This is an optimization exercise on Yosys and OpenROAD, whose aim is small area, a short achievable clock period and few clock cycles per item, not a production implementation. Function was checked by simulation only, so behaviour that the tests miss may differ from the original. Power and IR drop assume default switching activity.

==> flow/design.v <==
package fft_pkg;
    localparam int N_POINTS   = 16;
    localparam int CREDIT_MAX = 4;
    localparam int SKID_DEPTH = 14;
    localparam int STALL_LEN  = 56;
endpackage
module add_bk
#(
    parameter int W = 16
)
(
    input  logic [W-1:0] a,
    input  logic [W-1:0] b,
    input  logic         ci,
    output logic [W-1:0] s
);
    logic [W-1:0] g0, p0, gg, pg;
    logic [W:0]   c;
    assign g0 = a & b;
    assign p0 = a ^ b;
    always_comb
    begin
        gg = g0;
        pg = p0;
        gg[0] = g0[0] | (p0[0] & ci);
        for (int l = 0; (1 << l) < W; l++)
            for (int i = (2 << l) - 1; i < W; i += (2 << l))
            begin
                gg[i] = gg[i] | (pg[i] & gg[i - (1 << l)]);
                pg[i] = pg[i] & pg[i - (1 << l)];
            end
        for (int l = 4; l >= 0; l--)
            for (int i = (3 << l) - 1; i < W; i += (2 << l))
                if ((1 << l) < W)
                begin
                    gg[i] = gg[i] | (pg[i] & gg[i - (1 << l)]);
                    pg[i] = pg[i] & pg[i - (1 << l)];
                end
        c[0] = ci;
        for (int i = 0; i < W; i++)
            c[i + 1] = gg[i];
    end
    assign s = p0 ^ c[W-1:0];
endmodule
module csa_row
#(
    parameter int W = 16
)
(
    input  logic [W-1:0] a,
    input  logic [W-1:0] b,
    input  logic [W-1:0] c,
    input  logic         cin,
    output logic [W-1:0] s,
    output logic [W-1:0] co
);
    logic [W-1:0] maj;
    assign s   = a ^ b ^ c;
    assign maj = (a & b) | (a & c) | (b & c);
    assign co  = {maj[W-2:0], cin};
endmodule
module cos_mult
#(
    parameter int W = 14
)
(
    input  logic [W-1:0] t,
    input  logic         on,
    input  logic         c22,
    input  logic         c45,
    output logic [W-1:0] p
);
    logic [W-1:0] t2, t4, t6, x1, x2, x3;
    assign t2 = {{2{t[W-1]}}, t[W-1:2]};
    assign t4 = {{4{t[W-1]}}, t[W-1:4]};
    assign t6 = {{6{t[W-1]}}, t[W-1:6]};
    assign x1 = on  ? ~t4 : '0;
    assign x2 = c45 ? ~t2 : '0;
    assign x3 = c45 ? t6 : (c22 ? ~t6 : '0);
    assign p = t + x1 + x2 + x3 + {{(W-2){1'b0}}, on, 1'b0};
endmodule
module sin_mult
#(
    parameter int W = 14
)
(
    input  logic [W-1:0] t,
    output logic [W-1:0] s
);
    logic [W-1:0] t1, t3;
    assign t1 = {t[W-1], t[W-1:1]};
    assign t3 = {{3{t[W-1]}}, t[W-1:3]};
    add_bk #(.W(W)) u_add (.a(t1), .b(~t3), .ci(1'b1), .s(s));
endmodule
module rot_combine
#(
    parameter int W = 14
)
(
    input  logic [W-1:0] al,
    input  logic [W-1:0] be,
    input  logic [W-1:0] ga,
    input  logic [W-1:0] de,
    input  logic         m2,
    output logic [W-1:0] yr,
    output logic [W-1:0] yi
);
    logic [W-1:0] ua, ub, va, vb, k;
    assign ua = m2 ? ga  : al;
    assign ub = m2 ? ~de : be;
    assign yr = ua + ub + {{(W-1){1'b0}}, m2};
    assign va = m2 ? ~al : ga;
    assign vb = m2 ? ~be : ~de;
    assign k  = {{(W-2){1'b0}}, m2, !m2};
    assign yi = va + vb + k;
endmodule
module fft_top
(
    input  logic                clk,
    input  logic                rst_n,
    input  logic                in_valid_i,
    input  logic [23:0]         din_i,
    output logic                in_ready_o,
    input  logic                credit_i,
    output logic                out_valid_o,
    output logic [31:0]         dout_o
);
    localparam int SK = fft_pkg::SKID_DEPTH;
    logic        adv;            
    logic [3:0]  pp;             
    logic [2:0]  fv;             
    logic [2:0]  cc;             
    logic        cr;             
    logic [5:0]  st;             
    logic        vb;             
    logic        ov;             
    logic        ir;             
    logic [3:0]  sb;             
    logic        sbz;            
    logic [3:0]  pp_n, sb_n;
    logic [2:0]  fv_n, cc_n;
    logic [5:0]  st_n;
    logic        vb_n, adv_n;
    logic        h3, h2, h1, r1, h0, ca, cb;
    logic [3:0]  pp7_n, pp2_n, pp15_n, pp14_n;
    logic [23:0] din_q;
    logic        dv_q;
    logic [23:0] sk [SK];
    logic        push, pop;
    logic [23:0] xin;
    logic        xv;
    always_ff @(posedge clk)
        din_q <= din_i;
    assign push = dv_q && (!adv || !sbz);
    assign pop  = adv && !sbz;
    always_ff @(posedge clk)
    begin
        sk[0] <= push ? din_q : sk[SK-1];
        for (int i = 1; i < SK; i++)
            sk[i] <= sk[i-1];
    end
    assign xin = sbz ? din_q : sk[SK-1];
    assign xv  = !sbz || dv_q;
    logic [27:0] l3_0;
    logic [59:0] l3_1;           
    logic [27:0] l3 [2:7];
    logic [2:0]  tg3, tg3_n;     
    logic [2:0]  m3a, m3c;       
    logic [2:0]  m3_n;
    logic [2:0]  k3r, k3i_b;
    logic [13:0] p3r, p3i, s3r, s3i;
    logic [13:0] al3, be3, ga3, de3, y3r, y3i;
    logic [12:0] x3r, x3i, a3r, a3i, sum3r, sum3i, dif3r, dif3i;
    logic [27:0] l3_in, o3, p3;
    assign x3r = {xin[23], xin[23:12]};
    assign x3i = {xin[11], xin[11:0]};
    assign a3r = l3[7][26:14];
    assign a3i = l3[7][12:0];
    add_bk #(.W(13)) u_s3r (.a(a3r), .b(x3r),  .ci(1'b0), .s(sum3r));
    add_bk #(.W(13)) u_s3i (.a(a3i), .b(x3i),  .ci(1'b0), .s(sum3i));
    add_bk #(.W(13)) u_d3r (.a(a3r), .b(~x3r), .ci(1'b1), .s(dif3r));
    add_bk #(.W(13)) u_d3i (.a(a3i), .b(~x3i), .ci(1'b1), .s(dif3i));
    always_comb
    begin
        if (!adv)
            l3_in = l3[7];
        else if (!h3)
            l3_in = {{2{x3r[12]}}, x3r[11:0], {2{x3i[12]}}, x3i[11:0]};
        else
            l3_in = {dif3r[12], dif3r, dif3i[12], dif3i};
    end
    assign o3 = h3 ? {sum3r[12], sum3r, sum3i[12], sum3i} : l3[7];
    assign tg3_n = adv ? (pp[3] ? pp[2:0] : 3'd0) : tg3;
    assign m3_n  = adv_n ? tg3_n : 3'd0;
    cos_mult #(.W(14)) u_c3r (.t(l3_0[27:14]), .on(k3r[2]), .c22(k3r[1]), .c45(k3r[0]), .p(p3r));
    sin_mult #(.W(14)) u_n3r (.t(l3_0[27:14]), .s(s3r));
    cos_mult #(.W(14)) u_c3i (.t(l3_0[13:0]),  .on(!k3i_b[2]), .c22(!k3i_b[1]), .c45(!k3i_b[0]), .p(p3i));
    sin_mult #(.W(14)) u_n3i (.t(l3_0[13:0]),  .s(s3i));
    logic       q3a, q3e, q3s;
    assign q3a = l3_1[2];
    assign q3e = l3_1[1];
    assign q3s = l3_1[0];
    assign m3c = {l3_1[3], 2'b00};
    assign al3 = q3a ? l3_1[45:32] : l3_1[59:46];
    assign ga3 = q3a ? l3_1[17:4]  : l3_1[31:18];
    assign be3 = !q3e ? '0 : (q3s ? l3_1[17:4]  : l3_1[31:18]);
    assign de3 = !q3e ? '0 : (q3s ? l3_1[45:32] : l3_1[59:46]);
    rot_combine #(.W(14)) u_rc3 (.al(al3), .be(be3), .ga(ga3), .de(de3), .m2(m3c[2]), .yr(y3r), .yi(y3i));
    always_ff @(posedge clk)
    begin
        l3_0 <= l3_in;
        tg3 <= tg3_n;
        m3a   <= m3_n;
        k3r   <= {m3_n[1:0] != 2'd0, m3_n[0], m3_n[1:0] == 2'd2};
        k3i_b <= ~{m3_n[1:0] != 2'd0, m3_n[0], m3_n[1:0] == 2'd2};
        l3_1 <= {p3r, s3r, p3i, s3i, m3a[2], m3a[1:0] == 2'd3, m3a[1:0] != 2'd0, m3a[1:0] == 2'd1};
        l3[2] <= {y3r, y3i};
        for (int i = 3; i < 8; i++)
            l3[i] <= l3[i-1];
        if (adv)
            p3 <= o3;
    end
    logic [3:0]  i2;
    logic [1:0]  tg2, tg2_n;     
    logic [29:0] l2_0, l2_2, l2_3;
    logic [31:0] l2_1;           
    logic [1:0]  m2a, m2c, m2_n;
    logic        k2r, k2i_b;     
    logic [14:0] y2r, y2i, a2r, a2i, sum2r, sum2i, dif2r, dif2i;
    logic [14:0] p2r, p2i, be2, de2, z2r, z2i;
    logic [29:0] l2_in, o2, p2;
    assign i2  = pp + 4'd7;
    assign y2r = {p3[27], p3[27:14]};
    assign y2i = {p3[13], p3[13:0]};
    assign a2r = l2_3[29:15];
    assign a2i = l2_3[14:0];
    add_bk #(.W(15)) u_s2r (.a(a2r), .b(y2r),  .ci(1'b0), .s(sum2r));
    add_bk #(.W(15)) u_s2i (.a(a2i), .b(y2i),  .ci(1'b0), .s(sum2i));
    add_bk #(.W(15)) u_d2r (.a(a2r), .b(~y2r), .ci(1'b1), .s(dif2r));
    add_bk #(.W(15)) u_d2i (.a(a2i), .b(~y2i), .ci(1'b1), .s(dif2i));
    always_comb
    begin
        if (!adv)
            l2_in = l2_3;
        else if (!h2)
            l2_in = {y2r, y2i};
        else
            l2_in = {dif2r, dif2i};
    end
    assign o2 = h2 ? {sum2r, sum2i} : l2_3;
    assign tg2_n = adv ? (i2[2] ? i2[1:0] : 2'd0) : tg2;
    assign m2_n  = adv_n ? tg2_n : 2'd0;
    assign m2c = l2_1[1:0];
    cos_mult #(.W(15)) u_c2r (.t(l2_0[29:15]), .on(k2r),    .c22(1'b0), .c45(k2r),    .p(p2r));
    cos_mult #(.W(15)) u_c2i (.t(l2_0[14:0]),  .on(!k2i_b), .c22(1'b0), .c45(!k2i_b), .p(p2i));
    assign be2 = m2c[0] ? l2_1[16:2]  : '0;
    assign de2 = m2c[0] ? l2_1[31:17] : '0;
    rot_combine #(.W(15)) u_rc2 (.al(l2_1[31:17]), .be(be2), .ga(l2_1[16:2]), .de(de2), .m2(m2c[1]),
                                 .yr(z2r), .yi(z2i));
    always_ff @(posedge clk)
    begin
        l2_0 <= l2_in;
        tg2 <= tg2_n;
        m2a   <= m2_n;
        k2r   <= m2_n[0];
        k2i_b <= !m2_n[0];
        l2_1 <= {p2r, p2i, m2a};
        l2_2 <= {z2r, z2i};
        l2_3 <= l2_2;
        if (adv)
            p2 <= o2;
    end
    logic [31:0] l1 [2];
    logic [31:0] l1_in, o1, p1;
    logic [15:0] y1r, y1i, a1r, a1i, sum1r, sum1i, dif1r, dif1i, u1a, u1b, v1a, v1b;
    assign y1r = {p2[29], p2[29:15]};
    assign y1i = {p2[14], p2[14:0]};
    assign a1r = l1[1][31:16];
    assign a1i = l1[1][15:0];
    add_bk #(.W(16)) u_s1r (.a(a1r), .b(y1r), .ci(1'b0), .s(sum1r));
    add_bk #(.W(16)) u_s1i (.a(a1i), .b(y1i), .ci(1'b0), .s(sum1i));
    assign u1a = r1 ? a1i : a1r;
    assign u1b = r1 ? y1i : y1r;
    assign v1a = r1 ? y1r : a1i;
    assign v1b = r1 ? a1r : y1i;
    add_bk #(.W(16)) u_d1r (.a(u1a), .b(~u1b), .ci(1'b1), .s(dif1r));
    add_bk #(.W(16)) u_d1i (.a(v1a), .b(~v1b), .ci(1'b1), .s(dif1i));
    always_comb
    begin
        if (!adv)
            l1_in = l1[1];
        else if (!h1)
            l1_in = {y1r, y1i};
        else
            l1_in = {dif1r, dif1i};
    end
    assign o1 = h1 ? {sum1r, sum1i} : l1[1];
    always_ff @(posedge clk)
    begin
        l1[0] <= l1_in;
        l1[1] <= l1[0];
        if (adv)
            p1 <= o1;
    end
    logic [31:0] l0, l0_in, o0;
    logic [15:0] sum0r, sum0i, dif0r, dif0i;
    add_bk #(.W(16)) u_s0r (.a(l0[31:16]), .b(p1[31:16]),  .ci(1'b0), .s(sum0r));
    add_bk #(.W(16)) u_s0i (.a(l0[15:0]),  .b(p1[15:0]),   .ci(1'b0), .s(sum0i));
    add_bk #(.W(16)) u_d0r (.a(l0[31:16]), .b(~p1[31:16]), .ci(1'b1), .s(dif0r));
    add_bk #(.W(16)) u_d0i (.a(l0[15:0]),  .b(~p1[15:0]),  .ci(1'b1), .s(dif0i));
    always_comb
    begin
        if (!adv)
            l0_in = l0;
        else if (!h0)
            l0_in = p1;
        else
            l0_in = {dif0r, dif0i};
    end
    assign o0 = h0 ? {sum0r, sum0i} : l0;
    always_ff @(posedge clk)
        l0 <= l0_in;
    logic [31:0] la [7];
    logic [31:0] lb [2];
    logic [31:0] oa, ob, dout_q;
    assign oa = ca ? o0 : la[6];
    assign ob = cb ? oa : lb[1];
    always_ff @(posedge clk)
    begin
        la[0] <= (!adv || ca) ? la[6] : o0;
        for (int i = 1; i < 7; i++)
            la[i] <= la[i-1];
        lb[0] <= (!adv || cb) ? lb[1] : oa;
        lb[1] <= lb[0];
        if (adv)
            dout_q <= ob;
    end
    assign dout_o = dout_q;
    always_comb
    begin
        pp_n = pp + {3'd0, adv};
        fv_n = fv;
        if (adv && (pp == 4'd15))
            fv_n = {fv[1], fv[0], 1'b0};
        else if (adv && (pp == 4'd0))
            fv_n = {fv[2:1], xv};
        vb_n  = (pp_n >= 4'd12) ? fv_n[1] : fv_n[2];
        cc_n  = cc + {2'd0, cr} - {2'd0, ov};
        if (st != 6'd0)
            st_n = st - 6'd1;
        else if (!adv)
            st_n = 6'(fft_pkg::STALL_LEN - 1);
        else
            st_n = 6'd0;
        adv_n = (st_n == 6'd0) && !(vb_n && (cc_n == 3'd0));
        sb_n  = sb + {3'd0, push} - {3'd0, pop};
        pp7_n  = pp_n + 4'd7;
        pp2_n  = pp_n + 4'd2;
        pp15_n = pp_n + 4'd15;
        pp14_n = pp_n + 4'd14;
    end
    always_ff @(posedge clk or negedge rst_n)
    begin
        if (!rst_n)
        begin
            h3 <= 1'b0;
            h2 <= 1'b1;
            h1 <= 1'b1;
            r1 <= 1'b0;
            h0 <= 1'b1;
            ca <= 1'b1;
            cb <= 1'b0;
        end
        else
        begin
            h3 <= pp_n[3];
            h2 <= pp7_n[2];
            h1 <= pp2_n[1];
            r1 <= pp2_n[0];
            h0 <= pp15_n[0];
            ca <= pp14_n[3] && !pp14_n[0];
            cb <= pp7_n[2] && !pp7_n[1];
        end
    end
    always_ff @(posedge clk or negedge rst_n)
    begin
        if (!rst_n)
        begin
            dv_q <= 1'b0;
            sb   <= '0;
            sbz  <= 1'b1;
            pp   <= '0;
            fv   <= '0;
            cc   <= '0;
            cr   <= 1'b0;
            st   <= '0;
            adv  <= 1'b1;
            vb   <= 1'b0;
            ov   <= 1'b0;
            ir   <= 1'b0;
        end
        else
        begin
            dv_q <= in_valid_i;
            sb   <= sb_n;
            sbz  <= (sb_n == 4'd0);
            pp   <= pp_n;
            fv   <= fv_n;
            cc   <= cc_n;
            cr   <= credit_i;
            st   <= st_n;
            adv  <= adv_n;
            vb   <= vb_n;
            ov   <= vb_n && adv_n;
            ir   <= adv_n && (pp_n == 4'd15) && (sb_n == 4'd0)
                    && ((cc_n >= 3'(fft_pkg::CREDIT_MAX - 1)) || (fv_n[1:0] == 2'b00));
        end
    end
    assign out_valid_o = ov;
    assign in_ready_o  = ir;
endmodule
==> flow/flow/run.sh <==
#!/bin/bash
set -euo pipefail
export SETUP_SLACK_MARGIN=8.0
bash standard.sh > standard.log 2>&1
==> flow/standard.sh <==
#!/bin/bash
# synth_recipe.tcl (not shown) runs the flow's synth.tcl, then flattens the netlist and writes it again
# the make line also repeats each setting of config.mk as NAME=value (left out here)
make -C /OpenROAD-flow-scripts/flow DESIGN_CONFIG=/design/flow/config.mk WORK_HOME=/design/flow/orfs CLKGATE_MAP_FILE= SYNTH_SCRIPT=/design/flow/synth_recipe.tcl "${@:-finish}"
==> flow/config.mk <==
export PLATFORM = sky130hd
export DESIGN_NAME = fft_top
export DESIGN_NICKNAME = fft_top
export VERILOG_FILES = /design/flow/design.v
export SDC_FILE = /design/flow/constraint.sdc
export NUM_CORES = 4
export LEC_CHECK = 0
export CAP_MARGIN = 50
export CORE_MARGIN = 2
export CORE_UTILIZATION = 60
export SLEW_MARGIN = 60
==> flow/constraint.sdc <==
create_clock -name core_clock -period 12.0 [get_ports {clk}]
set_input_delay 2.4000 -clock core_clock [delete_from_list [all_inputs] [get_ports {clk}]]
set_output_delay 2.4000 -clock core_clock [all_outputs]
set_load 0.01 [all_outputs]
==> impl.org, run 1 <==
** Drt
- The first routing iteration left 1,686 violations.
- In this run the remaining antenna-violating nets after routing total 0.
- The routed layout has 31,838 vias.
- The routed design has 108,000 um of wire.
- Wire length per cell after detailed routing :: 17.5 um
- DR vias/cell :: 5.19
- DRC violations left :: 0
- The pre-antenna-repair detailed-routing pass consisted of 4 iterations.

** Synth
- The average instance in the mapped netlist occupies 11.4 um^2.
- The number of nets in the synthesized netlist is 5,407.
- The share of the Yosys chip area taken by registers is 0.508.
- Counting distinct cell types in the post-synthesis netlist gives 74.
- Number of enable flip-flop cells after synthesis :: 154
- Share of flip-flops with an asynchronous set or reset after synthesis :: 0.0240
- In this run the cell area of the synthesized design comes to 54,100 um^2.
- Yosys printed 10 warnings.
- Synthesized instance count :: 4,761
- Leading register cell type out of synthesis :: sky130_fd_sc_hd__dfxtp_1
- Register bit total from synthesis :: 1,289

** Layout
- In the layout the commonest cells are 1,093 x sky130_fd_sc_hd__dfxtp_1, 513 x sky130_fd_sc_hd__inv_1, 373 x sky130_fd_sc_hd__ha_1.
- Combined area of the multi-input logic cells :: 24,400 um^2
- Post-layout nets :: 5,504
- Most common library cell in the layout ignoring fill and taps :: sky130_fd_sc_hd__dfxtp_1
- In the final layout, flip-flops and latches occupy 27,600 um^2.
- Area overhead of the layout relative to synthesis :: 13.3%
- Final Instance Count excl. Fillers :: 6,140
- Total inserted antenna cells :: 0
- The filler cells instantiated in the layout total 6,835.
- Of the cells placed in the final design, the portion with a size suffix greater than 1 is 0.118.

** Clocking
- No sink is reached through more buffers than the 3 on the longest clock path.
- Clk Latency, worst-skew pair :: 0.75 ns
- Clock-pin slew was measured on the worst setup and hold paths at 0.06 ns.
- Post-cts hold buffer count :: 0
- In this run the number of H-tree levels came out at 4.
- CTS placed an instance of sky130_fd_sc_hd__clkbuf_16 at the clock tree root.
- TritonCTS sink count :: 1,289
- The number of clock buffers added by TritonCTS is 131.
- CTS tree :: built

** Setup path
- Data arrival time at the worst-slack endpoint :: 1.52 ns
- Data on the critical path is required at its endpoint by 9.60 ns.
- STA classifies the critical path endpoint as an output port.
- Number of buffers and inverters on the critical path :: 1
- The critical path goes through dlygate4sd2_1.
- Maximum fanout count along the critical path :: 2
- CP top delay family :: flip-flops
- On the critical path, the stage with the largest delay is an instance of sky130_fd_sc_hd__dfrtp_2.
- The worst register-to-register path begins at m2a[0].
- For this run, the slowest stage of the critical path takes 0.47 ns.
- Critical path startpoint category :: register
- Type of the worst setup path :: register to output port
- Setup crit start :: ov
- In this run the register-to-register setup slack is 8.16 ns.

** STA
- In this run the tightest slew margin relative to its limit is 0.654.
- Timing would allow up to 255 MHz.
- Setup repair after global routing could not meet its margin everywhere.
- Worst-case clock skew :: 0.0255 ns
- After routing, the total negative slack on setup checks comes to 0 ns.
- The final number of max-transition violations is 0.
- The worst path in the final design needs a cycle of 3.92 ns, including I/O delays and setup.
- Number of hold violations in the final report :: 0
- At the pin with the least slew margin, the transition time is 0.505 ns.
- Setup violations remaining at the end of the flow were counted as 0.
- Fraction of the cycle the final worst path needs :: 0.327

** Power and ir drop
- Power density over cell area :: 146 nW/um^2
- Logic pwr share :: 0.029
- The internal power of the cells totals 7.07 mW.
- In this run the power spent charging and discharging nets is 1.89 mW.
- Of the total power, registers draw 0.504.
- Switching power share of the total :: 0.211
- Clk network pwr share :: 0.467
- VDD sags by at most 161 uV.
- Leakage power summed over all cells :: 27.1 nW

** Hold path
- Hold Crit Start :: l3[5][9]
- Worst min-delay path category :: register to register

** Floorplan
- The die is 304 um tall.
- DIE WIDTH :: 304 um
- The die covers 92,700 um^2.
- Top-level I/O count :: 62
- Effective utilization at floorplan :: 0.603
- Core Box Area :: 89,700 um^2
- Number of core rows :: 110

** Run status
- Status :: no timing/DRC/antenna violations

** Place
- Routability-driven placement finished with a final weighted congestion of 0.832.
- The count of buffers added on input and output ports is 61.
- HPWL Detailed :: 77,800 um
- Number of instances in the placed design :: 5,871

** Run
- The tool flagged a number of max-cap violations equal to 0.

** Global route
- Total gr overflow :: 0
- In the global route stage, overall resource usage came out at 0.236.
- Number of antenna violations at the first check in global routing :: 3
- Vias in the first global route :: 31,540
- First-pass GRT wire length :: 172,000 um
- Largest net degree at the start of global routing :: 74
## cells in the mapped netlist, types with 4 or more instances
cell type / instances / area [um^2]
sky130_fd_sc_hd__a311oi_1: 5 / 43.8
sky130_fd_sc_hd__fa_1: 241 / 4820
sky130_fd_sc_hd__o21ba_2: 6 / 60.1
sky130_fd_sc_hd__nand2b_1: 30 / 188
sky130_fd_sc_hd__nor2b_1: 42 / 263
sky130_fd_sc_hd__o22ai_1: 10 / 62.6
sky130_fd_sc_hd__o21bai_1: 33 / 248
sky130_fd_sc_hd__or2_2: 16 / 100
sky130_fd_sc_hd__nand2_1: 303 / 1140
sky130_fd_sc_hd__a211oi_1: 18 / 135
sky130_fd_sc_hd__nand3_1: 23 / 115
sky130_fd_sc_hd__and3_1: 14 / 87.6
sky130_fd_sc_hd__nor2_1: 213 / 800
sky130_fd_sc_hd__inv_1: 517 / 1940
sky130_fd_sc_hd__o41ai_1: 10 / 87.6
sky130_fd_sc_hd__or3_1: 7 / 43.8
sky130_fd_sc_hd__nand4_1: 5 / 31.3
sky130_fd_sc_hd__o211ai_1: 19 / 143
sky130_fd_sc_hd__nor3_1: 27 / 135
sky130_fd_sc_hd__buf_1: 33 / 124
sky130_fd_sc_hd__clkbuf_1: 118 / 443
sky130_fd_sc_hd__dfrtp_1: 25 / 626
sky130_fd_sc_hd__a31o_2: 16 / 140
sky130_fd_sc_hd__o21a_1: 28 / 210
sky130_fd_sc_hd__mux2_2: 180 / 2030
sky130_fd_sc_hd__o311ai_0: 4 / 35.0
sky130_fd_sc_hd__buf_2: 6 / 30.0
sky130_fd_sc_hd__a21oi_1: 270 / 1350
sky130_fd_sc_hd__a21o_1: 82 / 616
sky130_fd_sc_hd__xnor2_1: 199 / 1740
sky130_fd_sc_hd__dfstp_2: 6 / 158
sky130_fd_sc_hd__edfxtp_1: 154 / 4620
sky130_fd_sc_hd__nor4_1: 8 / 50.1
sky130_fd_sc_hd__a221oi_1: 4 / 35.0
sky130_fd_sc_hd__and2_1: 13 / 81.3
sky130_fd_sc_hd__o21ai_0: 224 / 1120
sky130_fd_sc_hd__xor2_1: 60 / 526
sky130_fd_sc_hd__mux2i_1: 217 / 2170
sky130_fd_sc_hd__o31ai_1: 8 / 60.1
sky130_fd_sc_hd__dfxtp_1: 1104 / 22100
sky130_fd_sc_hd__a31oi_1: 31 / 194
sky130_fd_sc_hd__ha_1: 377 / 4720
## state kept, by name, summed over array words and instances, names as in the netlist, 4 cells and up
name and flops:
sk 336, la 224, l3 168, l1 64
lb 64, l3_1 58, dout_q 32, l0 32
l2_1 32, p1 32, l2_0 30, l2_2 30
l2_3 30, p2 30, l3_0 28, p3 28
din_q 24, st 6, pp 4, sb 4
## power by group through the flow
stage,combinational (mW),sequential (mW),clock (mW)
2_1_floorplan,0.179,4.60,0
3_3_place_gp,0.246,4.61,0
3_5_place_dp,0.252,4.61,0
4_1_cts,0.255,4.52,4.29
5_1_grt,0.285,4.53,4.46
6_report,0.256,4.52,4.19
## what timing repair did
action / 4_1_cts / 5_1_grt
pin swaps: 3 / 24
gates cloned: 1 / 1
resized for setup: 58 / 59
buffers inserted: 6 / 18
setup endpoints to repair: 67 / 37
## path summary, 6_finish.rpt
kind                            cells past startpoint          end
worst min-delay path                                0     l3[6][9]
worst max-delay path                                1  out_valid_o
worst max register to register                     13     l2_1[31]
worst min register to register                      0     l3[6][9]
max in group asynchronous                           2           ca
min in group asynchronous                           1           ir
## routing by layer
layer | vias to the layer above | share of wire | global-route usage
met5 | - | 0 | 0
met4 | 0 | 0.028 | 0.0790
met3 | 168 | 0.030 | 0.0329
met2 | 378 | 0.47 | 0.389
met1 | 15257 | 0.47 | 0.321
li1 | 16035 | - | -
## kinds of logic (layout without fill, tap and decap cells)
| kind of cell | count (synthesis) | in the layout | share of synthesized area |
|---|---|---|---|
| AND/OR/NAND/NOR | 716 | 716 | 0.0584 |
| adder cells (fa/ha/maj) | 618 | 618 | 0.176 |
| XOR/XNOR | 259 | 259 | 0.0419 |
| buffers and inverters | 677 | 880 | 0.0471 |
| AO/OA/AOI/OAI | 805 | 805 | 0.0908 |
| multiplexers | 397 | 397 | 0.0776 |
| flip-flops | 1289 | 1289 | 0.508 |
## layout make-up
class | count | area share
sequential | 1289 | 0.449
multi-input combinational | 2795 | 0.398
clock buffer | 186 | 0.0632
inverter | 520 | 0.0321
tap | 1176 | 0.0240
timing repair buffer | 121 | 0.0223
clock inverter | 53 | 0.0112
## stage by stage
step	util	power [mW]	hold slack (ns)	setup slack, ns	instance area [um^2]
5_1_grt	0.683	9.27	0.325	7.92	61300
2_1_floorplan	-	4.77	0.310	7.96	54200
3_3_place_gp	0.622	4.86	0.310	7.23	55800
6_report	0.683	8.96	0.315	8.08	61300
3_5_place_dp	0.626	4.87	0.312	7.73	56200
4_1_cts	0.678	9.06	0.318	8.01	60900
Testbench counts, summed over its fixed seeds: cycles 3,246, frames 192.
==> inputs of run 2 (changes only) <==
==> flow/flow/run.sh (replaced) <==
#!/bin/bash
set -euo pipefail
export SETUP_SLACK_MARGIN=8.3
bash standard.sh > standard.log 2>&1
==> run 2 against run 1 <==
Critical path type is now register to register. Clock-buffer cell count is 37 lower. Cell count increased by 0.68%. Largest power group unchanged. Via count increased by 0.54%. Global-route usage barely moved. Core utilization increased by 0.64 points. Combinational power up 9.0%. Critical path depth increased by 16. Sequential cell count did not move. Clock skew up 0.034 ns. Critical endpoint is now dout_q[15]. First-iteration DRC count rose by 7.5%. Still clean on timing, DRC and antenna.
==> impl.org, run 2 <==
** Run status
- The flow ran to the end and the layout has no timing, DRC or antenna violations.

** Power and ir drop
- Leakage power summed over all cells :: 27.3 nW
- Logic pwr share :: 0.032
- Dividing total power by cell area gives a power density of 142 nW/um^2.
- Of the total power, registers draw 0.515.
- Clk network pwr share :: 0.453
- Total internal power :: 6.87 mW
- Switching power share of the total :: 0.217
- Summed over all nets, the switching power comes to 1.90 mW.
- Worst IR drop on VDD :: 149 uV
- The completed layout was analyzed and its total power is 8.77 mW.

** Clocking
- Clock-pin slew was measured on the worst setup and hold paths at 0.07 ns.
- Total CTS buffers :: 121
- H-Tree Depth :: 3
- Post-cts hold buffer count :: 0
- CTS tree :: built
- Clock Path Buffers :: 3
- The tree built by TritonCTS fans out to 1,289 sinks.
- Clk Latency, worst-skew pair :: 0.74 ns
- Clock root buffer :: sky130_fd_sc_hd__clkbuf_16

** Setup path
- Cell at the slowest stage of the critical path :: sky130_fd_sc_hd__edfxtp_1
- Maximum fanout count along the critical path :: 3
- Most prevalent standard cell on the critical path :: sky130_fd_sc_hd__fa_2
- Traced cell by cell, the critical path runs through ha_1, inv_1, fa_2, o21ba_2, o21bai_4, a21oi_4, o31ai_4, nor4_2, o41ai_2, a21oi_1, o21bai_1, fa_2, xor2_1, nand2_1, xor2_2, a21oi_2, mux2_2.
- Together, buffers and inverters on the worst path number 1.
- In this run the worst setup path begins at p1[0].
- STA classifies the critical path startpoint as a register.
- Crit-path max cell delay :: 0.38 ns
- Data arrival time at the worst-slack endpoint :: 4.23 ns
- STA puts the critical path data required time at 12.48 ns.
- STA classifies the critical path endpoint as a register.
- In this run the critical register-to-register path is launched from p1[0].
- Type of the worst setup path :: register to register
- Grouping stages by cell kind, the critical path spends the most delay in compound AO/OA/AOI/OAI gates.

** Synth
- Counting every instance in the synthesized netlist gives 4,761.
- Counting distinct cell types in the post-synthesis netlist gives 74.
- Post-Syn Nets :: 5,407
- Syn avg cell area :: 11.4 um^2
- Share of flip-flops with an asynchronous set or reset after synthesis :: 0.0240
- Among all flip-flop cells after synthesis, the most frequent one is sky130_fd_sc_hd__dfxtp_1.
- By instance count, the leading cell after synthesis is sky130_fd_sc_hd__dfxtp_1.
- The synthesized netlist occupies a cell area of 54,100 um^2.
- Of the synthesized area, sequential elements account for 0.508.
- Register bit total from synthesis :: 1,289
- For this run, the number of Yosys warnings is 10.
- Summed over all instances, the cell type with the most area after synthesis is sky130_fd_sc_hd__dfxtp_1.
- Share of the synthesized area in the top cell type :: 0.408
- In the post-synthesis netlist, the biggest area contributors are sky130_fd_sc_hd__dfxtp_1 41%, sky130_fd_sc_hd__fa_1 8.9%, sky130_fd_sc_hd__ha_1 8.7%.
- Number of enable flip-flop cells after synthesis :: 154
- List of most frequent post-synthesis cells :: 1,104 x sky130_fd_sc_hd__dfxtp_1, 517 x sky130_fd_sc_hd__inv_1, 377 x sky130_fd_sc_hd__ha_1, 303 x sky130_fd_sc_hd__nand2_1, 270 x sky130_fd_sc_hd__a21oi_1

** Drt
- DR vias/cell :: 5.18
- Wirelength, routed :: 108,000 um
- The detail route stage leaves a number of antenna-violating nets equal to 0.
- Wire length per cell after detailed routing :: 17.5 um
- Highest routing layer actually used :: met4
- DRC violations left :: 0
- Wire length on met1 :: 49,600 um
- Number of detailed-route iterations in the first pass :: 7
- Vias after detailed routing :: 32,010
- Drt first-iter violations :: 1,813
- Detailed route wirelength on metal2 :: 51,800 um
- Detailed route wirelength on metal3 :: 3470 um

** STA
- Measured against its own limit, the worst slew margin works out to 0.615.
- The final number of max-transition violations was 0.
- Number of hold violations in the final report :: 0
- Static timing analysis puts the maximum clock frequency at 267 MHz.
- Clock skew on the completed layout was measured at 0.0599 ns.
- Summed over all failing endpoints, the final setup total negative slack is 0 ns.
- For the pin with the worst max-slew slack, the measured transition is 0.575 ns.
- In the finished design, the share of the clock period the worst path needs comes to 0.313.
- Setup violations remaining at the end of the flow were counted as 0.
- In the post-route analysis, the smallest setup slack over all paths is 8.25 ns.
- Subtracting the final worst setup slack from the clock period gives 3.75 ns.
- Unrepaired setup endpoints after global routing :: yes

** Hold path
- Worst min-delay path category :: register to register
- The worst hold path begins at sk[12][14].

** Layout
- In the final design database the tool counted 5,544 nets.
- Leaving out filler cells and counting taps, the final layout contains 6,182.
- The library cell used most frequently in the layout, excluding fill and tap cells, is sky130_fd_sc_hd__dfxtp_1.
- Top library cells by usage in the layout, fill and taps aside :: 1,082 x sky130_fd_sc_hd__dfxtp_1, 505 x sky130_fd_sc_hd__inv_1, 367 x sky130_fd_sc_hd__ha_1
- 0 antenna diodes ended up in the layout.
- Combined area of the multi-input logic cells :: 24,900 um^2
- The register with the most flip-flops in the layout has 336 of them.
- Relative to the synthesized area, the layout overhead comes to 14.3%.
- sk holds more flip-flops than any other register.
- Measured on the finished design, the core utilization comes to 0.690.
- After filler insertion, the fill cell instance count of the layout stands at 6,766.
- Of the cells placed in the final design, the portion with a size suffix greater than 1 is 0.152.
- Seq. cell area :: 27,600 um^2
- Leading registers by flop count :: sk: 336 flops, la: 224 flops, l3: 168 flops

** Global route
- Largest net degree at the start of global routing :: 77
- Global router's overall resource usage :: 0.236
- The number of global-route vias before repair is 32,108.
- Total gr overflow :: 0
- The first global-routing pass estimated 173,000 um of wire.
- The number of antenna violations at the first check in global routing was 1.

** Floorplan
- DIE WIDTH :: 304 um
- Pin placement for this block handled 62 I/O pins.
- Effective utilization at floorplan :: 0.603
- Core Box Area :: 89,700 um^2
- Total die area :: 92,700 um^2
- The initialized floorplan defines 110 standard-cell rows.
- Die Y :: 304 um

** Place
- Final weighted congestion of routability-driven global placement :: 0.826
- HPWL Detailed :: 76,900 um
- Post-placement worst setup slack :: 7.77 ns
- Number of instances in the placed design :: 5,866
- Input and output buffers added on the ports amount to 61.

** Run
- Across the run, the number of max-cap violations was 0.
run 2: path summary, 6_finish.rpt:
path                                    to  slack, ns  cells after the start
worst max-delay path            dout_q[15]       8.25                     17
worst min-delay path            sk[13][14]       0.29                      0
worst max register to register  dout_q[15]       8.25                     17
worst min register to register  sk[13][14]       0.29                      0
max in group asynchronous            pp[0]      10.01                      1
min in group asynchronous            st[1]       1.60                      1
run 2: cell families (layout without fill, tap and decap cells):
group	count (synthesis)	in the layout	synth area share
AOI/OAI and AO/OA	805	805	0.0908
and+or+nand+nor	716	716	0.0584
buffers and inverters	677	922	0.0471
adders and majority gates	618	618	0.176
DFF	1289	1289	0.508
xor gates and xnor gates	259	259	0.0419
muxes	397	397	0.0776
run 2: power by group through the flow:
stage	Clock, mW	Combinational, mW	Sequential [mW]
after floorplan	0	0.183	4.60
after global placement	0	0.250	4.60
after detailed placement	0	0.257	4.61
after CTS	4.06	0.271	4.52
after global routing	4.24	0.313	4.52
final	3.97	0.279	4.51
run 2: layout make-up:
type,count,share of cell area
sequential,1289,0.446
clock inverter,82,0.0149
inverter,520,0.0319
tap,1176,0.0238
clock buffer,149,0.0543
timing repair buffer,171,0.0269
multi-input combinational,2795,0.402
run 2: metal layers:
metal  GRT usage  up-vias
met5           0        -
met4      0.0770        0
met3      0.0332      166
li1            -    16114
met1       0.316    15331
met2       0.395      399
run 2: metrics by stage:
step | instance area, um^2 | hold slack, ns
6_report | 61900 | 0.290
2_1_floorplan | 54300 | 0.310
3_5_place_dp | 56100 | 0.312
3_3_place_gp | 55900 | 0.310
4_1_cts | 61000 | 0.284
5_1_grt | 61900 | 0.284
run 2: repair_timing:
item | CTS | global route
pin swaps | 20 | 64
setup buffers | 39 | 41
hold endpoints to repair | 0 | 0
gates resized for setup | 217 | 121
cloned | 4 | 1
setup endpoints to repair | 109 | 86
==> inputs of run 3 (changes only) <==
==> flow/flow/run.sh (replaced) <==
#!/bin/bash
set -euo pipefail
export SETUP_SLACK_MARGIN=8.2
bash standard.sh > standard.log 2>&1
==> run 3 against run 2 <==
Die area did not move. Routed wire length fell by 0.47%. Cell area decreased by 0.86%. First-iteration DRC count shrank 4.9%. Clock-buffer cell count is 31 higher. Cell count down 0.44%. Sequential share of layout area increased by 0.35 points. Largest cell class unchanged.
==> impl.org, run 3 <==
** STA
- Setup violations remaining at the end of the flow were counted as 0.
- Number of hold violations in the final report :: 0
- Max_slew headroom :: 0.630
- TNS Setup :: 0 ns
- At the pin with the least slew margin, the transition time is 0.549 ns.
- The final number of max-transition violations is 0.
- Worst-case clock skew :: 0.0399 ns
- Unrepaired setup endpoints after global routing :: yes
- In the finished design, the share of the clock period the worst path needs comes to 0.316.
- Minimum period implied by the final worst setup slack :: 3.79 ns
- Max Clock Freq :: 264 MHz
- Final worst setup slack :: 8.21 ns

** Global route
- Met3 usage in global routing :: 0.0280
- Total gr overflow :: 0
- Met2 Resource Use GR :: 0.397
- Busiest layer in global routing :: met2
- Entering global routing, the biggest net connects 96 pins.
- Met1 Usage GRT :: 0.314
- Vias in the first global route :: 31,948
- First-pass GRT wire length :: 171,000 um
- Across every metal layer, demand over resource in global routing totals 0.234.
- The number of antenna violations at the first check in global routing was 0.

** Synth
- Summed over all instances, the cell type with the most area after synthesis is sky130_fd_sc_hd__dfxtp_1.
- By instance count, the leading cell after synthesis is sky130_fd_sc_hd__dfxtp_1.
- Register bit total from synthesis :: 1,289
- Summing every instance area after synthesis gives 54,100 um^2.
- Of the total synthesized cell area, the portion taken by XOR and XNOR cells is 0.0419.
- The fraction of the mapped netlist area in compound gates was 0.0908.
- Post-synthesis mux area share :: 0.0776
- Share of synthesized cell area in and, or, nand and nor gates :: 0.0584
- Post-Syn Nets :: 5,407
- Share of flip-flops with an asynchronous set or reset after synthesis :: 0.0240
- Share of the synthesized area in the top cell type :: 0.408
- By area, the combinational part of the netlist is dominated by adder cells.
- Of the total synthesized cell area, the portion taken by full adders, half adders and majority gates is 0.176.
- The synthesized design contains 154 enable-type register cells.
- In the post-synthesis netlist, the biggest area contributors are sky130_fd_sc_hd__dfxtp_1 41%, sky130_fd_sc_hd__fa_1 8.9%, sky130_fd_sc_hd__ha_1 8.7%.
- Ranked by instance count, the synthesized netlist is headed by 1,104 x sky130_fd_sc_hd__dfxtp_1, 517 x sky130_fd_sc_hd__inv_1, 377 x sky130_fd_sc_hd__ha_1, 303 x sky130_fd_sc_hd__nand2_1, 270 x sky130_fd_sc_hd__a21oi_1.
- Leading register cell type out of synthesis :: sky130_fd_sc_hd__dfxtp_1
- Counting distinct cell types in the post-synthesis netlist gives 74.
- Syn avg cell area :: 11.4 um^2
- Share of synthesized area occupied by flip-flops and latches :: 0.508
- Warning count from the yosys run :: 10
- Synthesis handed over a netlist of 4,761 instances.

** Drt
- For this block, the initial DRC count from the detailed router was 1,724.
- The count of nets left with antenna violations once routing finished came out at 0.
- Vias after detailed routing :: 31,777
- In the routed design, unresolved DRC markers number 0.
- Wire length per cell after detailed routing :: 17.5 um
- Wirelength, routed :: 108,000 um
- For this run, the detailed router's first-pass iteration total came to 6.
- DR vias/cell :: 5.16

** Clocking
- The root buffer cell chosen for the clock tree is sky130_fd_sc_hd__clkbuf_16.
- Clock Path Buffers :: 3
- CTS saw 1,289 sinks.
- TritonCTS created 121 clock buffers.
- H-Tree Depth :: 3
- Clk Latency, worst-skew pair :: 0.73 ns
- CTS tree :: built
- Clock input transition at the sequential cells of the worst setup and hold paths :: 0.07 ns

** Run
- Max-cap violations :: 0

** Hold path
- Worst min-delay path category :: register to register

** Place
- Including well taps, the total number of placed cells is 5,866.
- Summed over all nets, the half-perimeter wirelength after detailed placement is 76,500 um.
- Number of buffers inserted by port buffering :: 61
- At the placement stage, the worst setup path has a slack of 7.69 ns.
- Routability-driven placement finished with a final weighted congestion of 0.836.

** Power and ir drop
- Switching power share of the total :: 0.211
- Sequential share of power :: 0.518
- VDD sags by at most 149 uV.
- In this run the power density over the cells is 142 nW/um^2.
- Logic pwr share :: 0.031
- Leakage power summed over all cells :: 27.1 nW
- Clk network pwr share :: 0.451
- Overall power after layout :: 8.71 mW
- Net switching power :: 1.84 mW
- Internal power comes to 6.87 mW.

** Layout
- The final layout contains 5,518 nets.
- The library cells used most frequently in the layout, excluding fill and tap cells, are 1,088 x sky130_fd_sc_hd__dfxtp_1, 512 x sky130_fd_sc_hd__inv_1, 372 x sky130_fd_sc_hd__ha_1.
- The repair_antennas step left the layout with diodes totalling 0.
- Leading registers by flop count :: sk: 336 flops, la: 224 flops, l3: 168 flops
- Max FFs per register :: 336
- The library cell used most frequently in the layout, excluding fill and tap cells, is sky130_fd_sc_hd__dfxtp_1.
- Final Instance Count excl. Fillers :: 6,155
- Layout cell share with drive strength beyond 1 :: 0.131
- Top reg by flops :: sk
- Area overhead of the layout relative to synthesis :: 13.3%

** Floorplan
- The floorplan step set the die height to 304 um.
- Core Box Area :: 89,700 um^2
- Top-level I/O count :: 62
- The initial utilization of the core area, before any placement, comes to 0.603.
- The initialized floorplan defines 110 standard-cell rows.
- The floorplan step defined a die boundary enclosing 92,700 um^2.
- DIE WIDTH :: 304 um

** Setup path
- The signal on the critical path passes through nor2_2, fa_1, inv_1, fa_1, inv_1, ha_2, fa_2, a21o_1, a21oi_2, o21bai_1, a31o_1, or4_4, a31o_1, a21oi_2, xor2_1.
- Grouping stages by cell kind, the critical path spends the most delay in adder cells.
- The slowest stage of the critical path is the sky130_fd_sc_hd__fa_1 cell.
- On the worst path, the slowest cell contributes a delay of 0.53 ns.
- At the worst endpoint, the arrival time is 4.42 ns.
- Type of the worst setup path :: register to register
- Critical path startpoint category :: register
- Worst Setup End Kind :: register
- The number of buffers and inverters on the critical path is 2.
- Required @ worst endpoint :: 12.63 ns
- Across all register-to-register paths, the minimum setup slack is 8.21 ns.
- Of all nets on the critical path, the largest fanout is 4.

** Run status
- Status :: no timing/DRC/antenna violations
run 3: timing repair:
action | 4_1_cts | 5_1_grt
buffers inserted | 17 | 35
pin swaps | 15 | 30
gates resized for setup | 166 | 63
endpoints found under the setup margin | 92 | 52
cloned | 1 | 4
hold buffers | 0 | 0
run 3: final timing paths:
| check | startpoint | to | cells after the start |
|---|---|---|---|
| worst max-delay path | k2i_b | l2_1[16] | 15 |
| worst min-delay path | sk[6][23] | sk[7][23] | 0 |
| worst max register to register | k2i_b | l2_1[16] | 15 |
| worst min register to register | sk[6][23] | sk[7][23] | 0 |
| max in group asynchronous | rst_n | pp[3] | 1 |
| min in group asynchronous | rst_n | cr | 1 |
run 3: per-stage QoR:
step	cell area, um^2	hold slack [ns]	util
CTS	60700	0.304	0.676
floorplan	54300	0.310	-
detailed placement	56100	0.312	0.625
global route	61400	0.304	0.684
finish	61400	0.310	0.684
global placement	55900	0.310	0.622
run 3: power by group through the flow:
stage               Combinational (mW)  Clock (mW)  Sequential (mW)
floorplan                        0.183           0             4.60
global placement                 0.248           0             4.60
detailed placement               0.256           0             4.61
CTS                              0.260        4.02             4.52
global route                     0.300        4.19             4.52
finish                           0.268        3.93             4.51
run 3: cell type report:
| class | instances | area [um^2] |
|---|---|---|
| flip-flops and latches | 1289 | 27600 |
| repair buffers | 145 | 1520 |
| fillers | 6793 | 28400 |
| clock inverters | 50 | 621 |
| inverters | 520 | 1960 |
| well taps | 1176 | 1470 |
| clock buffers | 180 | 3620 |
| multi-input cells | 2795 | 24600 |
run 3: worst reg2reg max path, stage by stage (launching register included):
cell and delay, ns:
sky130_fd_sc_hd__dfxtp_4 0.39, sky130_fd_sc_hd__nor2_2 0.05, sky130_fd_sc_hd__fa_1 0.49, sky130_fd_sc_hd__inv_1 0.05, sky130_fd_sc_hd__fa_1 0.53, sky130_fd_sc_hd__inv_1 0.04, sky130_fd_sc_hd__ha_2 0.19, sky130_fd_sc_hd__fa_2 0.39
sky130_fd_sc_hd__a21o_1 0.17, sky130_fd_sc_hd__a21oi_2 0.13, sky130_fd_sc_hd__o21bai_1 0.10, sky130_fd_sc_hd__a31o_1 0.25, sky130_fd_sc_hd__or4_4 0.43, sky130_fd_sc_hd__a31o_1 0.21, sky130_fd_sc_hd__a21oi_2 0.14, sky130_fd_sc_hd__xor2_1 0.15
run 3: cells by family after synthesis:
logic type	after synthesis
compound gates	805
xor+xnor	259
fa+ha+maj	618
buf+inv	677
flops	1289
mux	397
simple gates	716
run 3: layer usage:
layer  routed length [um]  vias up
li1                     -    16034
met2                52100      399
met5                    0        -
met4                 2800        0
met1                49400    15197
met3                 3280      147
==> inputs of run 4 (changes only) <==
--- a/flow/config.mk
+++ b/flow/config.mk
@@ -7,5 +7,6 @@
 export LEC_CHECK = 0
 export CAP_MARGIN = 50
 export CORE_MARGIN = 2
-export CORE_UTILIZATION = 60
+export CORE_UTILIZATION = 70
+export CTS_CLUSTER_SIZE = 40
 export SLEW_MARGIN = 60
==> run 4 against run 3 <==
Still clean on timing, DRC and antenna. Sequential cell count unchanged. Clock power is 4% lower. Setup slack lost 0.019 ns. First-iteration DRC count up 11%. Worst hold slack lost 0.033 ns. Sequential share of layout area grew 0.34 points. Routed wire length increased by 2.5%. Cell count down 2.7%. Via count is 3.1% higher.
==> impl.org, run 4 <==
** Clocking
- Clock input transition at the sequential cells of the worst setup and hold paths :: 0.07 ns
- Clock tree synthesis inserted a total of 117 buffers.
- The clock reaches the later pin of the worst-skew pair after 0.70 ns.
- Clock root buffer :: sky130_fd_sc_hd__clkbuf_16
- The clock passes through at most 3 buffers.
- In this run, post-CTS hold repair placed 0 buffers.
- CTS tree :: built
- The clock drives 1,289 sinks.
- H-Tree Depth :: 3

** Global route
- Number of antenna violations at the first check in global routing :: 0
- The number of global-route vias before repair is 33,160.
- Entering global routing, the biggest net connects 80 pins.
- For this run, the total global-route usage over all layers was measured as 0.281.
- First-pass GRT wire length :: 175,000 um
- For this run the aggregate overflow at the end of global routing stands at 0.

** Drt
- The detail route stage leaves a number of antenna-violating nets equal to 0.
- DRC violations left :: 0
- Number of detailed-route iterations in the first pass :: 5
- DR vias/cell :: 5.47
- The first routing iteration left 1,919 violations.
- Vias after detailed routing :: 32,771
- The final layout contains routed wiring with a total length of 110,000 um.
- Wire length per cell after detailed routing :: 18.4 um

** STA
- Number of failing setup endpoints in the final timing report :: 0
- The final number of max-transition violations is 0.
- In this run the tightest slew margin relative to its limit is 0.615.
- Worst-case clock skew :: 0.0649 ns
- Number of hold violations in the final report :: 0
- For the final routed database, the setup TNS stands at 0 ns.
- Derived from the worst setup path, the maximum achievable clock frequency is 263 MHz.
- Fraction of the cycle the final worst path needs :: 0.317
- Transition time at the pin with the least slew margin :: 0.573 ns
- After layout, the minimum clock period comes to 3.81 ns.
- Unrepaired setup endpoints after global routing :: yes

** Synth
- In the post-synthesis netlist, the cell with the most instances is sky130_fd_sc_hd__dfxtp_1.
- Number of enable flip-flop cells after synthesis :: 154
- By area the synthesized netlist is led by sky130_fd_sc_hd__dfxtp_1 41%, sky130_fd_sc_hd__fa_1 8.9%, sky130_fd_sc_hd__ha_1 8.7%.
- The share of synthesized area in the top cell type comes to 0.408.
- Register bit total from synthesis :: 1,289
- Yosys top cell by area :: sky130_fd_sc_hd__dfxtp_1
- Post-Syn Nets :: 5,407
- Share of synthesized cell area in and, or, nand and nor gates :: 0.0584
- After technology mapping, the gate count stands at 4,761.
- Of the total synthesized cell area, the portion taken by XOR and XNOR cells is 0.0419.
- Syn avg cell area :: 11.4 um^2
- The share of the Yosys chip area taken by registers is 0.508.
- List of most frequent post-synthesis cells :: 1,104 x sky130_fd_sc_hd__dfxtp_1, 517 x sky130_fd_sc_hd__inv_1, 377 x sky130_fd_sc_hd__ha_1, 303 x sky130_fd_sc_hd__nand2_1, 270 x sky130_fd_sc_hd__a21oi_1
- Among all flip-flop cells after synthesis, the most frequent one is sky130_fd_sc_hd__dfxtp_1.
- Counting flops with an async set or reset pin after synthesis yields a share of 0.0240.
- Main combinational cell family by area after synthesis :: adder cells
- Adder and majority gate portion of the synthesized area :: 0.176
- Post-synthesis mux area share :: 0.0776
- The netlist uses 74 different library cells.
- Compound-Gate Fraction of Synth Area :: 0.0908
- Summing every instance area after synthesis gives 54,100 um^2.
- Warning count from the yosys run :: 10

** Place
- Number of instances in the placed design :: 5,720
- In this run the tool buffered the top-level ports with 61 buffer cells.
- At the end of routability-driven placement, the weighted congestion stood at 0.863.
- Once detailed placement completed, the half-perimeter wirelength came to 75,500 um.

** Floorplan
- Effective utilization at floorplan :: 0.710
- The total area inside the core boundary comes to 76,200 um^2.
- The die covers 79,600 um^2.
- After floorplanning, the core was divided into 101 placement rows.
- DIE WIDTH :: 282 um
- Measured along the y axis, the die boundary spans 282 um.
- In this run the count of I/O pins placed on the die edge is 62.

** Layout
- The register with the most flip-flops in the final layout is sk.
- Layout cell share with drive strength beyond 1 :: 0.125
- The largest registers in the layout are sk: 336 flops, la: 224 flops, l3: 168 flops.
- Area overhead of the layout relative to synthesis :: 12.5%
- The register with the most flip-flops in the layout has 336 of them.
- Most common library cell in the layout ignoring fill and taps :: sky130_fd_sc_hd__dfxtp_1
- Final Instance Count excl. Fillers :: 5,989
- At the end of the flow, the number of nets in the layout was 5,507.
- Leaving out fill and tap cells, the most frequent cells in the layout are 1,088 x sky130_fd_sc_hd__dfxtp_1, 512 x sky130_fd_sc_hd__inv_1, 373 x sky130_fd_sc_hd__ha_1.

** Power and ir drop
- Worst IR drop on VDD :: 196 uV
- In this run the static leakage power is 27.0 nW.
- Power spread over the standard cell area amounts to 141 nW/um^2.

** Run status
- The run finished with no timing, DRC or antenna violations.

** Setup path
- Type of the worst setup path :: register to register
- At the worst endpoint, the required time is 12.57 ns.
- Maximum fanout count along the critical path :: 4
- Data arrival time at the worst-slack endpoint :: 4.38 ns
- STA classifies the critical path endpoint as a register.
- For this run, the slowest stage of the critical path takes 0.52 ns.
- The slowest stage of the critical path belongs to the cell sky130_fd_sc_hd__fa_1.
- STA classifies the critical path startpoint as a register.
- Cell-by-cell trace of the critical path :: nor2_2, fa_1, inv_1, fa_1, inv_1, ha_2, fa_2, a21o_1, a21oi_2, o21bai_2, a31o_1, or4_4, a31o_1, a21oi_2, xor2_1

** Run
- Max-cap violations :: 0

** Hold path
- Worst min-delay path category :: register to register
## run 4: what timing repair did
item,in CTS,in global routing
pin swaps,13,23
setup buffers,22,28
cloned,0,1
endpoints found under the hold margin,0,0
resized for setup,94,84
endpoints found under the setup margin,94,54
## run 4: critical path, delay by kind of cell, from the launching register on
family                     cells  cell delay (ns)
adders and majority gates      4             1.57
AOI/OAI and AO/OA              6             0.99
and+or+nand+nor                2             0.48
DFF                            1             0.41
xor gates and xnor gates       1             0.14
buffers and inverters          2             0.10
## run 4: final timing paths
kind,from,to,slack [ns],cells past startpoint
setup / recovery,k2i_b,l2_1[16],8.19,15
hold / removal,l2_2[28],l2_3[28],0.28,0
setup reg to reg,k2i_b,l2_1[16],8.19,15
hold reg to reg,l2_2[28],l2_3[28],0.28,0
max in group asynchronous,rst_n,pp[0],9.49,2
min in group asynchronous,rst_n,st[3],2.11,2
## run 4: final cells by class
class,count,area (um^2)
sequential,1289,27600
multi-input combinational,2795,24600
fill,4685,15300
clock buffer,167,3520
inverter,520,1970
timing repair buffer,138,1450
tap,1030,1290
clock inverter,49,520
antenna,1,2.50
## run 4: cell families after synthesis
kind of cell    Yosys count
flops                  1289
mux                     397
simple gates            716
buf+inv                 677
fa+ha+maj               618
compound gates          805
xor+xnor                259
## run 4: metrics by stage
step / setup WS (ns) / power (mW) / util / hold WS (ns) / area, um^2
after detailed placement: 7.71 / 4.87 / 0.734 / 0.312 / 55900
after global routing: 8.05 / 8.84 / 0.799 / 0.292 / 60900
after CTS: 8.17 / 8.63 / 0.791 / 0.278 / 60300
after floorplan: 8.16 / 4.78 / - / 0.310 / 54300
after global placement: 7.26 / 4.85 / 0.730 / 0.309 / 55600
final: 8.19 / 8.58 / 0.799 / 0.277 / 60900
## run 4: power by group
part | switching, mW | internal (mW) | total (mW) | leakage [nW]
Sequential | 0.0432 | 4.48 | 4.52 | 10.7
Clock | 1.65 | 2.13 | 3.79 | 1.99
Combinational | 0.151 | 0.121 | 0.272 | 14.4
Total | 1.85 | 6.73 | 8.58 | 27.0
## run 4: routing by layer
metal / wire, um / share of wire / GRT usage / vias up
met3: 4300 / 0.039 / 0.0330 / 209
met5: 0 / 0 / 0 / -
li1: - / - / - / 16048
met2: 54800 / 0.50 / 0.487 / 640
met4: 3990 / 0.036 / 0.106 / 0
met1: 47200 / 0.43 / 0.362 / 15874
==> inputs of run 5 (changes only) <==
==> flow/config.mk (replaced) <==
export PLATFORM = sky130hd
export DESIGN_NAME = fft_top
export DESIGN_NICKNAME = fft_top
export VERILOG_FILES = /design/flow/design.v
export SDC_FILE = /design/flow/constraint.sdc
export NUM_CORES = 4
export LEC_CHECK = 0
export CAP_MARGIN = 20
export CORE_MARGIN = 2
export CORE_UTILIZATION = 60
export SLEW_MARGIN = 20
==> run 5 against run 4 <==
Die area up 16%. Register-to-register slack about the same. Setup slack better by 0.0071 ns. Area after synthesis unchanged. Combinational power about the same. Sequential power about the same. Global-route usage down 4.5 points. Routed wire length down 2.0%. Cell count up 2.9%. Clock power up 9.0%. Highest routed layer is now met5.
==> impl.org, run 5 <==
** Clocking
- The H-tree generated during clock tree synthesis spans 4 levels.
- The tree is rooted in a sky130_fd_sc_hd__clkbuf_16.
- The later pin in the worst-skew pair is clocked with a latency of 0.75 ns.
- TritonCTS built the clock tree.
- Total CTS buffers :: 130
- Clock-pin slew was measured on the worst setup and hold paths at 0.06 ns.
- TritonCTS sink count :: 1,289
- Clock Path Buffers :: 3
- Hold repair after CTS inserted 0 buffers.

** Setup path
- Maximum fanout count along the critical path :: 4
- CP top delay family :: adder cells
- Walking the worst path, the cells encountered are nor2_1, fa_1, inv_1, fa_1, inv_1, ha_2, fa_2, a21o_1, a21oi_2, o21bai_1, a31o_1, or4_4, a31o_1, a21oi_2, xor2_1.
- Crit-path max cell delay :: 0.53 ns
- Number of buffers and inverters on the critical path :: 2
- Data arrival time at the worst-slack endpoint :: 4.47 ns
- Worst R2R Start :: k2i_b
- Among all stages on the critical path, the largest delay is contributed by sky130_fd_sc_hd__fa_1.
- The most critical setup path has its startpoint at k2i_b.
- Type of the worst setup path :: register to register
- Required @ worst endpoint :: 12.67 ns
- Worst Setup End Kind :: register
- The setup check on the worst reg-to-reg path leaves a slack of 8.20 ns.
- Critical path startpoint category :: register

** Synth
- Number of enable flip-flop cells after synthesis :: 154
- After synthesis the netlist holds a flip-flop and latch count of 1,289.
- Share of flip-flops with an asynchronous set or reset after synthesis :: 0.0240
- Share of the synthesized area in the top cell type :: 0.408
- Yosys top cell by area :: sky130_fd_sc_hd__dfxtp_1
- In this run, distinct cell masters in the synthesized netlist total 74.
- Post-Syn Nets :: 5,407
- Leading post-synthesis cells by cell area :: sky130_fd_sc_hd__dfxtp_1 41%, sky130_fd_sc_hd__fa_1 8.9%, sky130_fd_sc_hd__ha_1 8.7%
- Leading register cell type out of synthesis :: sky130_fd_sc_hd__dfxtp_1
- Warning count from the yosys run :: 10
- Dominant cell by count in the synthesized netlist :: sky130_fd_sc_hd__dfxtp_1
- Synthesized instance count :: 4,761
- Share of synthesized area occupied by flip-flops and latches :: 0.508
- The mapped netlist covers 54,100 um^2.
- List of most frequent post-synthesis cells :: 1,104 x sky130_fd_sc_hd__dfxtp_1, 517 x sky130_fd_sc_hd__inv_1, 377 x sky130_fd_sc_hd__ha_1, 303 x sky130_fd_sc_hd__nand2_1, 270 x sky130_fd_sc_hd__a21oi_1
- Each instance of the synthesized netlist takes up on average 11.4 um^2.

** Layout
- In the final layout, the registers with the most flip-flops are sk: 336 flops, la: 224 flops, l3: 168 flops.
- Most common library cell in the layout ignoring fill and taps :: sky130_fd_sc_hd__dfxtp_1
- Top reg by flops :: sk
- Top library cells by usage in the layout, fill and taps aside :: 1,087 x sky130_fd_sc_hd__dfxtp_1, 512 x sky130_fd_sc_hd__inv_1, 371 x sky130_fd_sc_hd__ha_1
- Max FFs per register :: 336
- Of the cells placed in the final design, the portion with a size suffix greater than 1 is 0.134.
- Post-layout nets :: 5,529
- Area of all placed cells without fillers :: 61,500 um^2
- The area growth from synthesis to layout is 13.6%.

** Global route
- For this run the aggregate overflow at the end of global routing stands at 0.
- The first global-routing pass estimated 171,000 um of wire.
- Global router's overall resource usage :: 0.236
- Number of antenna violations at the first check in global routing :: 3
- Vias in the first global route :: 31,841
- Entering global routing, the biggest net connects 96 pins.

** Place
- Port buffering added 61 buffers.
- Detailed placement finished with a half-perimeter wire length of 76,100 um.
- The placed instances occupy a cell area of 55,900 um^2.
- Routability-driven placement finished with a final weighted congestion of 0.836.

** Drt
- DRC violations left :: 0
- Across all layers, the routed design uses 31,948 vias.
- Using the TritonRoute via totals, the vias-per-cell ratio works out to 5.18.
- Once detail routing completed, the nets flagged for antenna violations numbered 0.
- Drt first-iter violations :: 1,715
- Dividing the detail-routed wire length by the instance count gives 17.5 um.
- The first TritonRoute pass finished after 5 iterations.
- For this block, the routed nets add up to 108,000 um of wire.

** STA
- Number of hold violations in the final report :: 0
- Minimum period implied by the final worst setup slack :: 3.80 ns
- In this run the tightest slew margin relative to its limit is 0.326.
- Timing would allow up to 263 MHz.
- Fin. max-slew vios :: 0
- Final hold analysis gives a worst-case slack of 0.305 ns.
- Setup violations remaining at the end of the flow were counted as 0.
- In the finished design, the share of the clock period the worst path needs comes to 0.317.
- The clock arrives with 0.0278 ns of skew.
- Unrepaired setup endpoints after global routing :: yes
- Transition time at the pin with the least slew margin :: 1.01 ns
- Setup total negative slack on the finished layout was measured at 0 ns.

** Floorplan
- Pin placement for this block handled 62 I/O pins.
- Total die area :: 92,700 um^2
- For this configuration, the core starts out at a cell density of 0.603.
- DIE WIDTH :: 304 um
- Core Box Area :: 89,700 um^2
- Number of core rows :: 110
- The die is 304 um tall.

** Hold path
- Worst min-delay path category :: register to register
- The startpoint identified for the worst hold timing path is l1[0][17].

** Power and ir drop
- VDD sags by at most 133 uV.
- Summed over all cells, the static leakage comes to 27.3 nW.
- Power spread over the standard cell area amounts to 145 nW/um^2.

** Run status
- Status :: no timing/DRC/antenna violations

** Run
- Max-cap violations :: 0
## run 5: kinds of logic (layout without fill, tap and decap cells)
logic type / Yosys count / count (layout) / synth area share
buf+inv: 677 / 904 / 0.0471
flops: 1289 / 1289 / 0.508
mux: 397 / 397 / 0.0776
xor+xnor: 259 / 259 / 0.0419
compound gates: 805 / 805 / 0.0908
other cells: 0 / 1 / 0
simple gates: 716 / 716 / 0.0584
fa+ha+maj: 618 / 618 / 0.176
## run 5: report_power, final
group / total [mW] / leakage [nW] / switching (mW) / internal [mW]
registers: 4.51 / 10.7 / 0.0355 / 4.48
clock network: 4.13 / 2.21 / 1.73 / 2.40
logic: 0.274 / 14.4 / 0.151 / 0.123
## run 5: through the flow
| step | utilization | cells | total power, mW | worst slack (ns) |
|---|---|---|---|---|
| 2_1_floorplan | - | 4761 | 4.78 | 8.16 |
| 3_3_place_gp | 0.622 | 5863 | 4.85 | 7.24 |
| 3_5_place_dp | 0.622 | 5863 | 4.86 | 7.21 |
| 4_1_cts | 0.677 | 6120 | 9.01 | 8.09 |
| 5_1_grt | 0.686 | 6164 | 9.23 | 8.05 |
| 6_report | 0.686 | 6165 | 8.92 | 8.20 |
## run 5: what timing repair did
action                                  CTS  global route
buffers inserted                         17            41
endpoints found under the setup margin  130            53
resized for setup                       203            85
cloned                                    3             3
pin swaps                                17            37
## run 5: final timing paths
kind / endpoint / depth (start not counted)
setup / recovery: l2_1[16] / 15
hold / removal: l1[1][17] / 0
setup reg to reg: l2_1[16] / 15
hold reg to reg: l1[1][17] / 0
max in group asynchronous: pp[3] / 1
min in group asynchronous: cr / 1
## run 5: final cells by class
class / count / area, um^2
flip-flops and latches: 1289 / 27600
clock inverters: 51 / 706
repair inverters: 1 / 5.00
fillers: 6817 / 28200
inverters: 520 / 1960
multi-input cells: 2795 / 24600
well taps: 1176 / 1470
diodes: 1 / 2.50
repair buffers: 146 / 1360
clock buffers: 186 / 3830
## run 5: per-layer routing
layer  GRT usage  wire [um]  vias to the layer above
li1            -          -                    16073
met1       0.313      49500                    15279
met2       0.390      51700                      422
met3      0.0346       3240                      170
met4      0.0946       3570                        4
met5           0         27                        -
==> inputs of run 6 (changes only) <==
--- a/flow/config.mk
+++ b/flow/config.mk
@@ -5,7 +5,9 @@
 export SDC_FILE = /design/flow/constraint.sdc
 export NUM_CORES = 4
 export LEC_CHECK = 0
-export CAP_MARGIN = 20
+export CAP_MARGIN = 50
 export CORE_MARGIN = 2
 export CORE_UTILIZATION = 60
-export SLEW_MARGIN = 20
+export CTS_CLUSTER_DIAMETER = 110
+export CTS_CLUSTER_SIZE = 30
+export SLEW_MARGIN = 60
==> run 6 against run 5 <==
Critical endpoint unchanged. Non-clock buffer count up 2. Cell count down 2.5%. Critical path depth unchanged. Cell area down 4.5%.
==> impl.org, run 6 <==
** Run status
- Status :: no timing/DRC/antenna violations

** Setup path
- The worst setup path is launched from a register.
- Endpoint of the worst-slack reg-to-reg timing path :: l2_1[16]
- Slack of the worst reg-to-reg path :: 8.24 ns

** Global route
- First-pass GRT wire length :: 167,000 um
- The number of antenna violations at the first check in global routing came to 1.
- Entering global routing, the biggest net connects 96 pins.
- Total gr overflow :: 0

** Clocking
- TritonCTS sink count :: 1,289
- Total CTS buffers :: 51
- The clock tree synthesis step divided the H-tree into 2 levels.
- CTS tree :: built
- The cell sitting at the root of the clock tree is a sky130_fd_sc_hd__clkbuf_16.
- Post-cts hold buffer count :: 0

** Hold path
- The worst hold path was traced through 0 stages.

** Power and ir drop
- Clk network pwr share :: 0.309
- Switching power share of the total :: 0.212
- The internal portion of the total power is 5.45 mW.
- Logic pwr share :: 0.039

** Synth
- The synthesized netlist contains 74 unique library cells.
- The synthesized netlist occupies a cell area of 54,100 um^2.
- Number of enable flip-flop cells after synthesis :: 154
- The most common cell in the synthesized netlist is sky130_fd_sc_hd__dfxtp_1.

** Floorplan
- DIE WIDTH :: 304 um
- The floorplan step defined a die boundary enclosing 92,700 um^2.

** Drt
- Wire length per cell after detailed routing :: 17.4 um
- After the first detailed-routing iteration, the DRC count stood at 1,780.

** Layout
- Total inserted antenna cells :: 0
- In the layout the commonest cells are 1,084 x sky130_fd_sc_hd__dfxtp_1, 511 x sky130_fd_sc_hd__inv_1, 371 x sky130_fd_sc_hd__ha_1.
- Leading registers by flop count :: sk: 336 flops, la: 224 flops, l3: 168 flops
- Area overhead of the layout relative to synthesis :: 8.51%

** STA
- Number of failing setup endpoints in the final timing report :: 0
- The final number of hold-violating endpoints came to 0.
- Timing would allow up to 266 MHz.
run 6: cell count changes in the layout (fill, tap and decap cells not counted), sizes merged:
cell and delta:
dlygate4sd2 +15, clkinv -31, clkdlybuf4s15 +9, diode -1
clkbuf -111, bufinv -5, buf -26, clkinvlp -6
run 6: how the worst max path moves through the flow:
stage / from / endpoint / cells after the start
3_3_place_gp: l3_1[3] / l3[2][13] / 13
4_1_cts: p1[16] / dout_q[31] / 17
3_5_place_dp: k3r[0] / l3_1[56] / 17
6_report: k2i_b / l2_1[16] / 15
2_1_floorplan: adv / ir / 12
5_1_grt: k2i_b / l2_1[16] / 15
run 6: metrics by stage:
| step | std cells | total power [mW] | hold WS [ns] | setup WS, ns | cell area (um^2) |
|---|---|---|---|---|---|
| after floorplan | 4761 | 4.78 | 0.310 | 8.16 | 54300 |
| after global placement | 5863 | 4.85 | 0.310 | 7.24 | 55900 |
| after detailed placement | 5866 | 4.87 | 0.312 | 7.69 | 56100 |
| after CTS | 5967 | 6.98 | 0.318 | 8.11 | 58100 |
| after global routing | 6009 | 7.18 | 0.328 | 8.09 | 58700 |
| final | 6009 | 6.92 | 0.322 | 8.24 | 58700 |
run 6: cell families after synthesis:
group / count (synthesis) / synth area share
flops: 1289 / 0.508
fa+ha+maj: 618 / 0.176
xor+xnor: 259 / 0.0419
compound gates: 805 / 0.0908
mux: 397 / 0.0776
buf+inv: 677 / 0.0471
simple gates: 716 / 0.0584
run 6: layer usage:
layer | up-vias | share of wire | track usage
li1 | 15828 | - | -
met1 | 14923 | 0.47 | 0.314
met2 | 310 | 0.48 | 0.387
met3 | 105 | 0.023 | 0.0201
met4 | 0 | 0.025 | 0.0530
met5 | - | 0 | 0
run 6: timing repair:
action	CTS	global route
buffers inserted	18	37
gates resized for setup	115	77
setup endpoints to repair	94	57
cloned	2	3
pin swaps	19	30
run 6: critical path: cells and delay by family, from the launching register on:
family                     cells  cell delay (ns)
adders and majority gates      4             1.57
DFF                            1             0.43
and+or+nand+nor                2             0.47
buffers and inverters          2             0.09
xor gates and xnor gates       1             0.14
AOI/OAI and AO/OA              6             0.97
run 6: cell type report:
type | instances | area, um^2
well taps | 1176 | 1470
inverters | 520 | 1970
clock buffers | 71 | 1380
repair buffers | 148 | 1570
fillers | 7103 | 31000
clock inverters | 10 | 156
flip-flops and latches | 1289 | 27600
multi-input cells | 2795 | 24600
run 6: power by group through the flow:
stage	clock network (mW)	logic (mW)	registers (mW)
after detailed placement	0	0.256	4.61
after global routing	2.36	0.303	4.52
after global placement	0	0.248	4.60
after floorplan	0	0.183	4.60
after CTS	2.20	0.261	4.51
final	2.14	0.270	4.51

Setup slack of run 6, layout unchanged: 8.235 ns with ideal ports, 8.201 ns with driving cells assumed (clock clkbuf_16, inputs buf_2), 8.235 ns with port delays also shifted by the 0.712 ns mid clock arrival.
